This design comes from an exercise in tuning for small area on the open sky130 flow, not from production work.
Only simulation tests tie the RTL to the original design; equivalence was not proved.
No activity file was given, so power comes from the tool's default toggle rates.

`design.v`:
```
package mdu_pkg;
  typedef enum logic [2:0] {
    OP_MUL    = 3'b000,
    OP_MULH   = 3'b001,
    OP_MULHSU = 3'b010,
    OP_MULHU  = 3'b011,
    OP_DIV    = 3'b100,
    OP_DIVU   = 3'b101,
    OP_REM    = 3'b110,
    OP_REMU   = 3'b111
  } funct3_e;
  typedef enum logic [3:0] {
    IDLE = 4'd0,
    CLR  = 4'd1,
    HA   = 4'd2,
    MST  = 4'd3,
    D0   = 4'd4,
    DST  = 4'd5,
    F    = 4'd6,
    G    = 4'd7,
    HZ   = 4'd8
  } state_e;
endpackage
module mul_div_unit (
  input  logic        clk,
  input  logic        rst,
  input  logic        start,
  input  logic [2:0]  funct3,
  input  logic [31:0] operand_a,
  input  logic [31:0] operand_b,
  input  logic [4:0]  rd_in,
  input  logic        flush,
  output logic        busy,
  output logic        done,
  output logic [31:0] result,
  output logic [4:0]  rd_out
);
  mdu_pkg::state_e st, st_n;
  logic [65:0] w_q;
  logic [32:0] b_q;
  logic [2:0]  op_q;
  logic [4:0]  rd_q;
  logic [2:0]  c_q;       
  logic [4:0]  k_q;       
  logic        dly_q;     
  logic        cy_q;      
  logic        sgn_q;     
  logic        negf_q;    
  logic        bneg_q;    
  logic s_idle, s_clr, s_ha, s_mst, s_d0, s_dst, s_f, s_g, s_hz;
  logic idl_q, act_q;
  assign s_idle = idl_q;
  assign s_clr  = (st == mdu_pkg::CLR);
  assign s_ha   = (st == mdu_pkg::HA);
  assign s_mst  = (st == mdu_pkg::MST);
  assign s_d0   = (st == mdu_pkg::D0);
  assign s_dst  = (st == mdu_pkg::DST);
  assign s_f    = (st == mdu_pkg::F);
  assign s_g    = (st == mdu_pkg::G);
  assign s_hz   = (st == mdu_pkg::HZ);
  logic c0, c3, c5, lo, half, last_c, last_k;
  logic c2;
  assign c0     = ~c_q[2] & ~c_q[0];
  assign c2     =  c_q[1] & ~c_q[0];
  assign c3     =  c_q[2] &  c_q[0];
  assign c5     = ~c_q[1] &  c_q[0];
  assign lo     = ~c_q[0];                         
  assign half   = s_ha | s_hz;
  assign last_c = half ? c2 : c5;
  assign last_k = (k_q == 5'd31);
  logic is_div, is_rem, is_mul, mul_hi;
  assign is_mul = ~op_q[2];
  assign is_div = op_q[2] & ~op_q[1];
  assign is_rem = op_q[2] &  op_q[1];
  assign mul_hi = (op_q[1:0] != 2'b00);
  logic accept;
  assign accept = start & ~flush & s_idle;
  logic        neg_comb, neg_g, g_eff;
  logic        xz, xinv, yen, ysub, cin, prop3, cin0, cin3;
  logic [10:0] xd, yd, sd;
  logic        cout;
  assign neg_comb = is_div ? ((negf_q ^ bneg_q) & ~w_q[31])
                  : is_rem ? negf_q : (negf_q ^ bneg_q);
  assign neg_g    = c0 ? neg_comb : negf_q;
  assign g_eff    = c0 ? w_q[65] : (c_q[1] ? w_q[43] : w_q[54]);
  always_comb begin
    xz   = 1'b0;
    xinv = 1'b0;
    yen  = 1'b0;
    ysub = 1'b0;
    cin0 = 1'b0;
    cin3 = 1'b0;
    if (s_clr | s_d0) begin
      xz   = ~lo;
      xinv = lo & negf_q;
      cin0 = negf_q;
    end else if (s_mst) begin
      yen  = lo & g_eff;
      ysub = bneg_q;
      cin0 = g_eff & bneg_q;
    end else if (s_dst) begin
      yen  = ~lo;
      ysub = ~(sgn_q ^ bneg_q);
      cin3 = ~(sgn_q ^ bneg_q);
    end else if (s_f) begin
      yen  = ~lo & sgn_q;
      ysub = bneg_q;
      cin3 = sgn_q & bneg_q;
    end else if (s_g) begin
      xinv = neg_g & (is_div ? lo : (is_rem ? ~lo : 1'b1));
      cin0 = neg_g & ~is_rem;
      cin3 = neg_g & is_rem;
    end
  end
  assign prop3 = s_mst | (s_g & is_mul);
  assign cin   = c0 ? cin0 : ((c3 & ~prop3) ? cin3 : cy_q);
  assign xd    = xz ? 11'd0 : (w_q[10:0] ^ {11{xinv}});
  assign yd    = yen ? (b_q[10:0] ^ {11{ysub}}) : 11'd0;
  logic [11:0] cc;
  assign cc[0] = cin;
  for (genvar i = 0; i < 11; i++) begin : g_fa
    assign sd[i]   = xd[i] ^ yd[i] ^ cc[i];
    assign cc[i+1] = (xd[i] & yd[i]) | (xd[i] & cc[i]) | (yd[i] & cc[i]);
  end
  assign cout = cc[11];
  logic        lmode, bot;
  logic [10:0] wd;
  assign lmode = s_mst | s_d0 | s_g | (s_dst & ~(last_k & ~lo)) | (s_f & lo);
  assign bot   = c0 ? (s_mst ? 1'b0 : ((s_dst | s_f) ? ~dly_q : dly_q)) : dly_q;
  assign wd    = lmode ? {sd[9:0], bot} : sd;
  always_comb begin
    st_n = st;
    case (st)
      mdu_pkg::IDLE: if (accept) st_n = funct3[2] ? mdu_pkg::D0 : mdu_pkg::CLR;
      mdu_pkg::CLR:  if (last_c) st_n = mdu_pkg::HA;
      mdu_pkg::HA:   if (last_c) st_n = mdu_pkg::MST;
      mdu_pkg::MST:  if (last_c & last_k) st_n = mul_hi ? mdu_pkg::G : mdu_pkg::IDLE;
      mdu_pkg::D0:   if (last_c) st_n = mdu_pkg::DST;
      mdu_pkg::DST:  if (last_c & last_k) st_n = mdu_pkg::F;
      mdu_pkg::F:    if (last_c) st_n = mdu_pkg::G;
      mdu_pkg::G:    if (last_c) st_n = is_div ? mdu_pkg::IDLE : mdu_pkg::HZ;
      mdu_pkg::HZ:   if (last_c) st_n = mdu_pkg::IDLE;
      default:       st_n = mdu_pkg::IDLE;
    endcase
  end
  logic finish;
  assign finish = last_c & ((s_mst & last_k & ~mul_hi) | (s_g & is_div) | s_hz);
  always_ff @(posedge clk or posedge rst) begin
    if (rst) begin
      st    <= mdu_pkg::IDLE;
      idl_q <= 1'b1;
      act_q <= 1'b0;
      done  <= 1'b0;
    end else if (flush) begin
      st    <= mdu_pkg::IDLE;
      idl_q <= 1'b1;
      act_q <= 1'b0;
      done  <= 1'b0;
    end else begin
      st    <= st_n;
      idl_q <= (st_n == mdu_pkg::IDLE);
      act_q <= (st_n != mdu_pkg::IDLE);
      done  <= finish;
    end
  end
  assign busy = ~s_idle;
  logic bext_in, aneg_in;
  assign bext_in = operand_b[31] & (funct3[2] ? ~funct3[0] : (funct3[1:0] == 2'b01));
  assign aneg_in = operand_a[31] & (funct3[2] ? ~funct3[0] : (funct3[1] ^ funct3[0]));
  always_ff @(posedge clk) begin
    cy_q  <= cout;
    dly_q <= sd[10];
    w_q[32:0] <= ({33{idl_q}} & {operand_a, 1'b0}) | ({33{act_q}} & w_q[43:11]);
    b_q       <= ({33{idl_q}} & {bext_in, operand_b}) | ({33{act_q}} & {b_q[10:0], b_q[32:11]});
    if (s_idle) begin
      op_q      <= funct3;
      rd_q      <= rd_in;
      negf_q    <= aneg_in;
      bneg_q    <= bext_in;
      c_q       <= 3'd0;
      k_q       <= 5'd0;
    end else begin
      c_q       <= (half & c2) ? 3'd0 : {~c_q[0], c_q[2], c_q[1]};
      if ((s_mst | s_dst) & c5) k_q <= k_q + 5'd1;
      if (s_g & c0) negf_q <= neg_comb;
    end
    w_q[65:33] <= {wd, w_q[65:44]};
    if ((s_d0 | s_dst) & c5) sgn_q <= sd[10];
  end
  assign result = w_q[32:1];
  assign rd_out = rd_q;
endmodule
```
`flow/run.sh`:
```
#!/bin/bash
# Own layout flow: the standard flow (standard.sh, unchanged synthesis and
# steps) with two placement/CTS arguments changed:
#  - port buffers use the smallest buffer cell (every port still gets one)
#  - clock tree: small clock buffers, no dummy balancing loads
# Each tool's full output is kept in the ORFS logs under orfs/logs and the
# make output in flow_make.log.
set -euo pipefail
export BUFFER_PORTS_ARGS="-buffer_cell sky130_fd_sc_hd__buf_1"
export CTS_ARGS="-sink_clustering_enable -repair_clock_nets -dont_use_dummy_load -buf_list {sky130_fd_sc_hd__clkbuf_2 sky130_fd_sc_hd__clkbuf_4}"
bash standard.sh > flow_make.log 2>&1
```
`standard.sh`:
```
#!/bin/bash
# synth_recipe.tcl (not shown) runs the flow's synth.tcl, then flattens the netlist and writes it again
# the make line also repeats each setting of config.mk as NAME=value (left out here)
make -C /OpenROAD-flow-scripts/flow DESIGN_CONFIG=/design/flow/config.mk WORK_HOME=/design/flow/orfs CLKGATE_MAP_FILE= SYNTH_SCRIPT=/design/flow/synth_recipe.tcl "${@:-finish}"
```
`config.mk`:
```
export PLATFORM = sky130hd
export DESIGN_NAME = mul_div_unit
export DESIGN_NICKNAME = mul_div_unit
export VERILOG_FILES = /design/flow/design.v
export SDC_FILE = /design/flow/constraint.sdc
export NUM_CORES = 4
export LEC_CHECK = 0
export CAP_MARGIN = 20
export CORE_MARGIN = 2
export CORE_UTILIZATION = 40
export SLEW_MARGIN = 20
```
`constraint.sdc`:
```
create_clock -name core_clock -period 10.0 [get_ports {clk}]
set_input_delay 2.0000 -clock core_clock [delete_from_list [all_inputs] [get_ports {clk}]]
set_output_delay 2.0000 -clock core_clock [all_outputs]
set_load 0.01 [all_outputs]
```
==> results.toml, run 1 <==
[run_status]
status = "no timing/DRC/antenna violations"

[cts]
clkTransAtPathRegs_ns = 0.10
clock_latency_ns = 0.52
cts_sinks = 127
clockBufferDepth = 2
cts_buffers = 17
cts_tree = "done"
htreeDepth = 4
cts-root-buf = "clkbuf_4"
cts_setup_buffers = 0
hold_buffers = 0
cts_resized = 0

[sta]
grt_setup_unrepaired = "no"
fin_crit_ns = 7.22
hold_violations = 0
hold_ws_ns = 0.311
finalClockSkew_ns = 0.0374
fmax_ghz = 0.139
fin_setup_tns_ns = 0
worstMarginPinSlew_ns = 0.881
setup_viol = 0
period_share_pct = 72.2
slew_violations = 0
relSlewSlack_pct = 41.3

[synthesis]
synthesis.nets = 568
synth.avg_cell_area_um2 = 11.3
synth_async_sr_flop_share_pct = 5.51
synth_edf_count = 11
synth_flop_cell = "dfxtp_1"
synth_cell_types = 75
ys_warn_count = 1
postSynthCellCount = 477
ys_seq_elements = 127
synth_area_um2 = 5400
yosysSeqAreaShare_pct = 49.8

[global_route]
grt_max_degree = 86
grt_pass1_wl_mm = 18.4
gr-usage-all-layers_pct = 16.5
antenna_found_initial = 0
first_global_vias = 3608
grt_overflow_total = 0

[pwr]
switching_share_pct = 30.0
p_leak_uw = 0.00228
seq_power_share_pct = 59.9
p_per_area_nw_per_um2 = 211
power_frac_comb_pct = 21.5
ir_worst_vdd_uv = 98.8
power_frac_clock_pct = 18.6
internal-power_uw = 856
p_sw_uw = 367

[floorplanning]
ios = 115
core_area_um2 = 13200
die_h_um = 120
num_rows = 42
die_x_um = 120
start_util_pct = 40.9
die_area_um2 = 14400

[drt]
finalWirelength_mm = 11.2
post_drt_wl_per_cell_um = 15.5
dr.pass1.iters = 4
num_vias = 3721
via_per_inst = 5.13
ant_nets = 0
initialDrtViolationCount = 143
drc_errors = 0

[cells_and_area]
insertedDiodeCount = 0
multiInputGateArea_um2 = 2250
stdcell_count = 725
layout.nets = 642
post-route-util_pct = 44.0
drive_gt1_share_pct = 10.2
syn_to_final_growth_pct = 7.54
seq_area_um2 = 2690
fillers = 1301

[worst_setup_path]
startpoint_type = "flop"
criticalPathCategory = "flop to flop"
timing.rr.start = "st[0]$_DFF_PP0_"
critPathArrivalTime_ns = 7.66
worstSetupStartpoint = "st[0]$_DFF_PP0_"
cp_data_required_time_ns = 10.44
cp_max_fo = 20
end_kind = "flop"
r2r_setup_slack_ns = 2.78

[place]
numPortBuffers = 114
dpl.cell_count = 708
dp.final_hpwl_mm = 8.12
gp_congestion = 0.859

[min_path]
min_from = "w_q[50]$_DFF_P_"
hold_class = "flop to flop"

[flow_run]
maxCapViolCount = 0
==> state kept, by name, indices dropped and copies added (netlist names) <==
register / count
done: 1
idl_q: 1
bneg_q: 1
act_q: 1
op_q: 3
cy_q: 1
dly_q: 1
w_q: 66
st: 4
k_q: 5
rd_q: 5
negf_q: 1
c_q: 3
sgn_q: 1
b_q: 33
==> Yosys cell counts, drive strengths merged (3+ instances only) <==
cell	instances	area, um2
fa	11	220
a21oi	14	77.6
mux2	8	90.1
clkbuf	12	45.0
xnor2	12	105
nand3	6	30.0
nand4	4	31.3
or2	9	56.3
nor2	24	92.6
mux2i	16	160
dfxtp	109	2180
nand2b	6	52.6
a31oi	3	25.0
a22o	65	569
edfxtp	11	330
and3	3	23.8
nor3	6	40.0
dfrtp	6	150
xor2	7	80.1
nor4	3	18.8
nand3b	4	30.0
o21ai	6	33.8
nor2b	5	31.3
buf	51	358
or3	3	18.8
ha	4	50.1
inv	14	52.6
nand2	13	48.8
==> routing by layer <==
| layer | part of all wire, % | up-vias | GRT usage [%] |
|---|---|---|---|
| li1 | - | 1828 | - |
| met1 | 52 | 1755 | 24.2 |
| met2 | 41 | 124 | 22.8 |
| met3 | 5.6 | 14 | 4.33 |
| met4 | 1.6 | 0 | 6.62 |
| met5 | 0 | - | 0 |
==> area by class of cell <==
class                           count  area share, %
Sequential cell                   127           46.4
Multi-Input combinational cell    273           38.8
Timing Repair Buffer              118           7.89
Tap cell                          176           3.79
Clock buffer                       17           2.20
Inverter                           14          0.906
==> placed cells by master, fill, tap and decap left out, types with 2 or more instances in the layout <==
cell type,n
a211o_1,2
a211oi_1,2
a21o_1,2
a21oi_1,12
a21oi_2,2
a22o_1,65
a31oi_1,2
and2b_1,2
and3_1,2
buf_1,114
buf_4,4
clkbuf_4,17
dfrtp_1,5
dfxtp_1,109
edfxtp_1,11
fa_1,11
ha_1,4
inv_1,14
mux2_2,8
mux2i_1,16
nand2_1,13
nand2b_1,4
nand2b_4,2
nand3_1,6
nand3b_1,4
nand4_1,3
nand4bb_1,2
nor2_1,23
nor2b_1,5
nor3_1,4
nor3_2,2
nor3b_1,2
nor4_1,3
o21ai_0,5
o221ai_1,2
o2bb2ai_1,2
or2_2,8
or3_1,3
xnor2_1,12
xor2_1,6
==> kinds of logic (layout without fill, tap and decap cells) <==
family	count (synthesis)	in the layout	synth area share (%)
buf+inv	77	149	8.44
fa+ha+maj	15	15	5.01
mux	24	24	4.64
compound gates	115	115	17.6
flops	127	127	49.8
simple gates	100	100	11.0
xor+xnor	19	19	3.43
==> power by group through the flow <==
| stage | combinational, uW | clock, uW | sequential (uW) |
|---|---|---|---|
| global route | 295 | 260 | 751 |
| detailed placement | 266 | 0 | 745 |
| global placement | 262 | 0 | 741 |
| floorplan | 257 | 0 | 700 |
| finish | 263 | 228 | 732 |
| CTS | 267 | 241 | 734 |
==> critical path: stages, from the launching register on <==
cell and delay (ns):
dfrtp_1 0.80, xnor2_1 0.24, nor3_2 0.31, o2bb2ai_1 0.12, a22oi_2 0.61, mux2i_1 0.30, fa_1 0.23, fa_1 0.17
inv_1 0.05, fa_1 0.44, fa_1 0.46, fa_1 0.47, fa_1 0.46, fa_1 0.46, fa_1 0.46, fa_1 0.46
fa_1 0.42, inv_1 0.08, fa_1 0.38, inv_1 0.09, mux2_2 0.14
==> path summary, 6_finish.rpt <==
kind,endpoint,cells after the start
min in group asynchronous,done$_DFF_PP0_,2
hold reg to reg,w_q[39]$_DFF_P_,0
setup reg to reg,w_q[65]$_DFF_P_,20
max in group asynchronous,idl_q$_DFF_PP1_,2
setup / recovery,w_q[65]$_DFF_P_,20
hold / removal,w_q[39]$_DFF_P_,0
==> per-stage QoR <==
stage               total power [uW]  cell area (um2)  setup WS [ns]
global route                    1310             5800           2.30
CTS                             1240             5800           2.74
detailed placement              1010             5670           2.79
global placement                1000             5670           2.96
floorplan                        957             5400           3.58
finish                          1220             5800           2.78
==> run 2, diff against run 1 <==
--- a/flow/run.sh
+++ b/flow/run.sh
@@ -7,5 +7,5 @@
 # make output in flow_make.log.
 set -euo pipefail
 export BUFFER_PORTS_ARGS="-buffer_cell sky130_fd_sc_hd__buf_1"
-export CTS_ARGS="-sink_clustering_enable -repair_clock_nets -dont_use_dummy_load -buf_list {sky130_fd_sc_hd__clkbuf_2 sky130_fd_sc_hd__clkbuf_4}"
+export CTS_ARGS="-sink_clustering_enable -repair_clock_nets -dont_use_dummy_load -buf_list {sky130_fd_sc_hd__clkbuf_4 sky130_fd_sc_hd__clkbuf_8}"
 bash standard.sh > flow_make.log 2>&1
==> run 2 against run 1 <==
Still clean on timing, DRC and antenna. Sequential power hardly changed. Core utilization grew 0.81 points. Via count decreased by 0.40%. Clock skew decreased by 0.014 ns. Critical endpoint unchanged. Hold slack improved by 0.0017 ns.
==> results.toml, run 2 <==
[flow_run]
maxCapViolCount = 0

[synthesis]
ys_warn_count = 1
synthesis.nets = 568
synth.top_cell.area_share_pct = 40.4
yosysSeqAreaShare_pct = 49.8
synth_async_sr_flop_share_pct = 5.51
synth_edf_count = 11
synth_cell_types = 75
yosys.area.top_type = "dfxtp_1"
synth_flop_cell = "dfxtp_1"
postSynthCellCount = 477
synthTopCellsByArea = "dfxtp_1 (40%), a22o_1 (11%), edfxtp_1 (6.1%)"
ys_seq_elements = 127
synth_area_um2 = 5400
synth.most_common_cell = "dfxtp_1"
yosys-top-cells-count = "dfxtp_1 (109), a22o_1 (65), buf_4 (39)"
synth.avg_cell_area_um2 = 11.3

[worst_setup_path]
cp_slowest_stage_delay_ns = 0.80
criticalPathCategory = "flop to flop"
cp_max_fo = 20
slowest_stage = "dfrtp_1"
end_kind = "flop"
cp_cell_sequence = "xnor2_1, nor3_2, o2bb2ai_1, a22oi_2, mux2i_1, fa_1, fa_1, inv_1, fa_1, fa_1, fa_1, fa_1, fa_1, fa_1, fa_1, fa_1, inv_1, fa_1, inv_1, mux2_2"
cp_data_required_time_ns = 10.35
startpoint_type = "flop"
critPathArrivalTime_ns = 7.57
critPathMostFrequentCell = "fa_1"

[drt]
finalWirelength_mm = 11.2
num_vias = 3706
drc_errors = 0
dr.pass1.iters = 4
initialDrtViolationCount = 147
via_per_inst = 5.11
ant_nets = 0
post_drt_wl_per_cell_um = 15.5

[floorplanning]
ios = 115
die_h_um = 120
core_area_um2 = 13200
die_area_um2 = 14400
start_util_pct = 40.9
die_x_um = 120
num_rows = 42

[cells_and_area]
mostFrequentLayoutCell = "buf_1"
layout.nets = 642
top_regs = "w_q x66, b_q x33"
post-route-util_pct = 44.8
fillers = 1293
syn_to_final_growth_pct = 9.51
largest_register_ffs = 66
insertedDiodeCount = 0
drive_gt1_share_pct = 10.2
top_register = "w_q"
final_cell_mix = "buf_1 (114), dfxtp_1 (109), a22o_1 (65), nor2_1 (23), clkbuf_8 (17)"

[pwr]
p_sw_uw = 375
seq_power_share_pct = 56.2
p_leak_uw = 0.00233
p_per_area_nw_per_um2 = 221
power_frac_clock_pct = 23.6
internal-power_uw = 929
power_frac_comb_pct = 20.2
ir_worst_vdd_uv = 113
switching_share_pct = 28.8

[sta]
setup_viol = 0
grt_setup_unrepaired = "no"
fin_setup_tns_ns = 0
period_share_pct = 72.2
finalClockSkew_ns = 0.0233
hold_ws_ns = 0.312
fin_crit_ns = 7.22
fmax_ghz = 0.139
worstMarginPinSlew_ns = 0.884
slew_violations = 0
hold_violations = 0
relSlewSlack_pct = 41.1
setup_ws_ns = 2.78

[global_route]
grt_max_degree = 86
top_usage_layer = "met1"
grt_pass1_wl_mm = 18.4
first_global_vias = 3615
gr-usage-met3_pct = 5.18
gr-usage-all-layers_pct = 16.5
grt_overflow_total = 0
grt.met1_usage_pct = 24.2
globalRouteMet2Util_pct = 23.0
antenna_found_initial = 0

[min_path]
hold_class = "flop to flop"

[cts]
hold_buffers = 0
clockBufferDepth = 2
cts_sinks = 127
cts_resized = 0
cts-root-buf = "clkbuf_8"
clock_latency_ns = 0.43
cts_setup_buffers = 0
cts_buffers = 17
htreeDepth = 4
clkTransAtPathRegs_ns = 0.06
cts_tree = "done"

[place]
numPortBuffers = 114
dp.final_hpwl_mm = 8.12
place_ws_ns = 2.79
gp_congestion = 0.859

[run_status]
status = "no timing/DRC/antenna violations"
-- run 2: changes by cell type in the layout (fill, tap and decap cells not counted) --
cell,previous run,this run
clkbuf_4,17,0
clkbuf_8,0,17
-- run 2: cell type report --
class / instances / area, um2 / area share (%)
inverters: 14 / 52.6 / 0.889
repair buffers: 118 / 458 / 7.75
well taps: 176 / 220 / 3.73
flip-flops and latches: 127 / 2690 / 45.6
multi-input cells: 273 / 2250 / 38.1
clock buffers: 17 / 234 / 3.96
-- run 2: stage by stage --
stage               total power (uW)  cell area [um2]  cells
floorplan                        957             5400    477
global placement                1000             5670    708
detailed placement              1010             5670    708
CTS                             1320             5910    725
global route                    1390             5910    725
finish                          1300             5910    725
-- run 2: worst paths after layout --
kind	startpoint	slack, ns	to	depth (start not counted)
setup / recovery	st[0]$_DFF_PP0_	2.78	w_q[65]$_DFF_P_	20
hold / removal	w_q[50]$_DFF_P_	0.31	w_q[39]$_DFF_P_	0
setup reg to reg	st[0]$_DFF_PP0_	2.78	w_q[65]$_DFF_P_	20
hold reg to reg	w_q[50]$_DFF_P_	0.31	w_q[39]$_DFF_P_	0
max in group asynchronous	rst	8.23	idl_q$_DFF_PP1_	2
min in group asynchronous	rst	1.48	done$_DFF_PP0_	2
-- run 2: logic make-up after synthesis --
logic type | after synthesis | synth area share (%)
DFF | 127 | 49.8
AOI/OAI and AO/OA | 115 | 17.6
and+or+nand+nor | 100 | 11.0
buffers and inverters | 77 | 8.44
muxes | 24 | 4.64
xor gates and xnor gates | 19 | 3.43
adders and majority gates | 15 | 5.01
-- run 2: worst max-delay path, delay by kind of cell (launching register included) --
kind            cells  cell delay, ns
compound gates      2            0.73
flops               1            0.80
buf+inv             3            0.22
simple gates        1            0.31
mux                 2            0.44
xor+xnor            1            0.24
fa+ha+maj          11            4.41
-- run 2: metal layers --
layer / part of all wire (%) / wire length (um)
met1: 51 / 5780
met2: 42 / 4740
met3: 5.8 / 652
met4: 0.67 / 75
met5: 0 / 0
-- run 2: power by group through the flow --
stage	sequential [uW]	combinational, uW	clock (uW)
finish	733	263	308
global route	752	295	343
global placement	741	262	0
CTS	735	267	323
floorplan	700	257	0
detailed placement	745	266	0

[static timing again, ports no longer ideal]
Ports are ideal in the flow. The routed layouts listed here were re-timed in OpenROAD.
Step 1: set_driving_cell puts a clkbuf_16 on clk and a buf_2 on each other input, an assumption about the parent block.
Step 2, shift: input delay + t, output delay - t, t = (earliest + latest rising clock arrival at the registers) / 2. This alone moves slack from input paths to output paths.
a / b / c = ideal / step 1 / step 2; a / b = the first two.
| run | t, ns | setup WS [ns] | hold slack, ns | cell pins on the clock port's net |
|---|---|---|---|---|
| run 1 | 0.534 | 2.783 / 2.783 / 2.783 | 0.311 / 0.311 / 0.311 | 1 |
| run 2 | 0.447 | 2.782 / 2.782 / 2.782 | 0.312 / 0.312 / 0.312 | 1 |
After both steps setup and hold are still met in every run listed.
